This design comes from an exercise in tuning for small area, a short achievable clock period and few clock cycles per item on the open sky130 flow, not from production work.
The RTL was checked by simulation tests, not by an equivalence proof against the original design.

==> flow/design.v (excerpt) <==
module rotor_stack #(
  parameter  int NUM_ROTORS = 3,
  parameter  int ALPHA      = 26,
  localparam int W          = $clog2(ALPHA)
) (
  input  logic                    clk,
  input  logic                    reset,
  input  logic                    cfg_we,
  input  logic [3:0]              cfg_sel,
  input  logic [1:0]              cfg_kind,
  input  logic [W-1:0]            cfg_idx,
  input  logic [W-1:0]            cfg_val,
  output logic                    cfg_ready,
  input  logic                    set_in,
  input  logic [NUM_ROTORS*W-1:0] init_pos_in,
  input  logic                    in_valid,
  output logic                    in_ready,
  input  logic [W-1:0]            char_in,
  output logic                    out_valid,
  output logic [W-1:0]            char_out,
  output logic [NUM_ROTORS*W-1:0] pos_out
);
  function automatic logic [4:0] fold(input logic [4:0] v);
    fold = (v >= 5'd26) ? v - 5'd26 : v;
  endfunction
  function automatic logic [4:0] add26(input logic [4:0] a, input logic [4:0] b);
    logic [5:0] s;
    s = {1'b0, a} + {1'b0, b};
    add26 = (s >= 6'd26) ? 5'(s - 6'd26) : s[4:0];
  endfunction
  function automatic logic [4:0] sub26(input logic [4:0] a, input logic [4:0] b);
    sub26 = (a >= b) ? a - b : a + 5'd26 - b;
  endfunction
  function automatic logic [4:0] neg26(input logic [4:0] a);
    neg26 = (a == 5'd0) ? 5'd0 : 5'd26 - a;
  endfunction
  function automatic logic [4:0] dec26(input logic [4:0] a);
    dec26 = (a == 5'd0) ? 5'd25 : a - 5'd1;
  endfunction
  function automatic logic [4:0] inc26(input logic [4:0] a);
    inc26 = (a == 5'd25) ? 5'd0 : a + 5'd1;
  endfunction
  logic [2:0][4:0]         pos_q, ring_q, notch_q;
  logic [4:0]              sa0_q;           
  logic [4:0]              ringm0_q;        
  logic [4:0]              s1_q, s2_q;      
  logic [2:0][25:0][4:0]   fwd_q;
  logic [25:0][4:0]        refl_q;
  logic [2:0]              fwd_ld_q;
  logic                    refl_ld_q;
  logic                    wr_q;
  logic [3:0]              wsel_q;
  logic [1:0]              wkind_q;
  logic [4:0]              widx_q, wval_q;
  logic                    mode_q;          
  logic                    cfg_ready_q;
  ...
Size: roughly 3300 cells after synthesis, about 790 flip-flops, ~64 I/O pins.
export LEC_CHECK = 0
export CAP_MARGIN = 10
export CORE_MARGIN = 2
export CORE_UTILIZATION = 65
export CTS_CLUSTER_DIAMETER = 80
export CTS_CLUSTER_SIZE = 25
export PLACE_DENSITY = 0.75
export SLEW_MARGIN = 10
create_clock -name core_clock -period 10.0 [get_ports {clk}]
standard.sh (not shown) runs the stock make flow with config.mk's settings and CLKGATE_MAP_FILE= SYNTH_SCRIPT=/design/flow/synth_recipe.tcl, a recipe that flattens the netlist after the stock synthesis.
==> flow/flow/run.sh <==
#!/bin/bash
set -euo pipefail
bash standard.sh SETUP_SLACK_MARGIN=7 finish > flow_make.log 2>&1
Testbench counts at the start, summed over its fixed seeds: cycles 6,416, items 3,600.
Next try:
==> flow/flow/run.sh (replaced) <==
#!/bin/bash
set -euo pipefail
bash standard.sh SETUP_SLACK_MARGIN=7.5 finish > flow_make.log 2>&1
Settings changed: CAP_MARGIN 10 to 20, CTS_CLUSTER_DIAMETER 80 to default, CTS_CLUSTER_SIZE 25 to default, SLEW_MARGIN 10 to 20.
After rerunning: The changed run finished with timing, DRC and antenna clean; count of clock-buffer cells in the layout went up by 56; cell area is higher by a few percent; global-route usage rises by 2.2 points; maximum frequency came out lower slightly; wire length rose by a few percent; final cell count goes up by a few percent; synthesized cell count is unchanged.

========
Starting RTL as in the previous note.
clock: 10.0 ns
lec_check: 0
cap_margin: 20
core_margin: 2
core_utilization: 65
place_density: 0.75
slew_margin: 20
==> flow/flow/run.sh <==
#!/bin/bash
set -euo pipefail
bash standard.sh SETUP_SLACK_MARGIN=7 finish > flow_make.log 2>&1
Testbench counts at the start, summed over its fixed seeds: cycles 6,416, items 3,600.
Change:
==> flow/flow/run.sh (replaced) <==
#!/bin/bash
set -euo pipefail
bash standard.sh SETUP_SLACK_MARGIN=6.5 finish > flow_make.log 2>&1
Settings changed: CTS_CLUSTER_DIAMETER from default to 80, CTS_CLUSTER_SIZE from default to 25.
Clock-buffer cell count decreases by 55.
Critical path depth decreases by 3.
Worst setup slack degrades by 0.18 ns.
Design area decreases by 11%.
Via count decreases by 8.3%.
Die area is unchanged.
Wire length decreases by 14%.
Sequential share of layout area increases by 5.3 points.
Final cell count decreases by 5.7%.

========
== trial 52 ==
rotor_stack, a different RTL version from the one above (not shown whole).
For scale: ~840 flip-flops, roughly 0.040 mm2 of cells after synthesis.
export LEC_CHECK = 0
export CAP_MARGIN = 20
export CORE_MARGIN = 2
export CORE_UTILIZATION = 70
export CTS_CLUSTER_DIAMETER = 80
export CTS_CLUSTER_SIZE = 25
export PLACE_DENSITY = 0.8
export SLEW_MARGIN = 20
create_clock -name core_clock -period 10.0 [get_ports {clk}]
==> flow/flow/run.sh <==
#!/bin/bash
set -euo pipefail
bash standard.sh SETUP_SLACK_MARGIN=7 finish > flow_make.log 2>&1
Trial 52: done, clean on timing, DRC and antenna
Testbench counts of trial 52, summed over its fixed seeds: cycles 6,584, items 3,600.
The following lists how trial 66 was set up differently from trial 52:
# trial 52
export LEC_CHECK = 0
export CAP_MARGIN = 20
export CORE_MARGIN = 2
export CORE_UTILIZATION = 70
export CTS_CLUSTER_DIAMETER = 80
export CTS_CLUSTER_SIZE = 25
export PLACE_DENSITY = 0.8
export SLEW_MARGIN = 20
create_clock -name core_clock -period 10.0 [get_ports {clk}]
# trial 66
export LEC_CHECK = 0
export CAP_MARGIN = 20
export CORE_MARGIN = 2
export CORE_UTILIZATION = 65
export CTS_CLUSTER_DIAMETER = 80
export CTS_CLUSTER_SIZE = 25
export PLACE_DENSITY = 0.75
export SLEW_MARGIN = 20
create_clock -name core_clock -period 10.0 [get_ports {clk}]
==> comparison <==
Both conditions hold for trial 52: the flow ran to the end and the final layout passed the timing, DRC and antenna checks.
Trial 66 reached the end of the flow, and the finished layout is clean on the timing, DRC and antenna checks.
Area growth from synthesis to layout (trial 66 over trial 52): increase, 0.50 points
[trial 66 vs trial 52] cell count: higher in trial 66
Reported for trial 66 and trial 52, clock net sink count turned out identical to the last digit.
Compared to trial 52, the router laid down less metal wire for trial 66.

[static timing again, ports no longer ideal]
How much do the figures lean on ideal ports? The routed layouts below were timed once more, with nothing changed but the port constraints.
Step 1 sets driving cells, clkbuf_16 on the clock port and buf_2 on the other inputs (assumed; they add their load-dependent delay and slew).
Step 2 moves the port delays by t, midway between the first and last clock arrival at a register: inputs arrive t later, outputs are due t later. That takes back most of the time a late clock gives input paths.
Three values: no drivers, after step 1, after step 2; two values: the first two.
| run | t, ns | slack for setup (ns) | hold slack, ns | worst setup path at the end |
|---|---|---|---|---|
| the first run of note 1 | 0.667 | 6.571 / 6.571 / 6.425 | 0.313 / 0.313 / 0.313 | input to register |
| the second run of note 1 | 0.701 | 6.523 / 6.523 / 6.523 | 0.323 / 0.323 / 0.323 | register to register |
| the first run of note 2 | 0.696 | 6.568 / 6.568 / 6.377 | 0.318 / 0.318 / 0.318 | input to register |
| the second run of note 2 | 0.676 | 6.390 / 6.390 / 5.970 | 0.335 / 0.335 / 0.335 | input to register |
| trial 52 | 0.661 | 6.908 / 6.844 / 6.426 | 0.332 / 0.332 / 0.332 | input to register |
| trial 66 | 0.669 | 6.920 / 6.856 / 6.473 | 0.330 / 0.330 / 0.330 | input to register |
After both steps every run listed still meets setup and hold. The setup slack of trial 52, which loses most, moves by -0.064 ns with the drivers and by -0.482 ns with both steps.
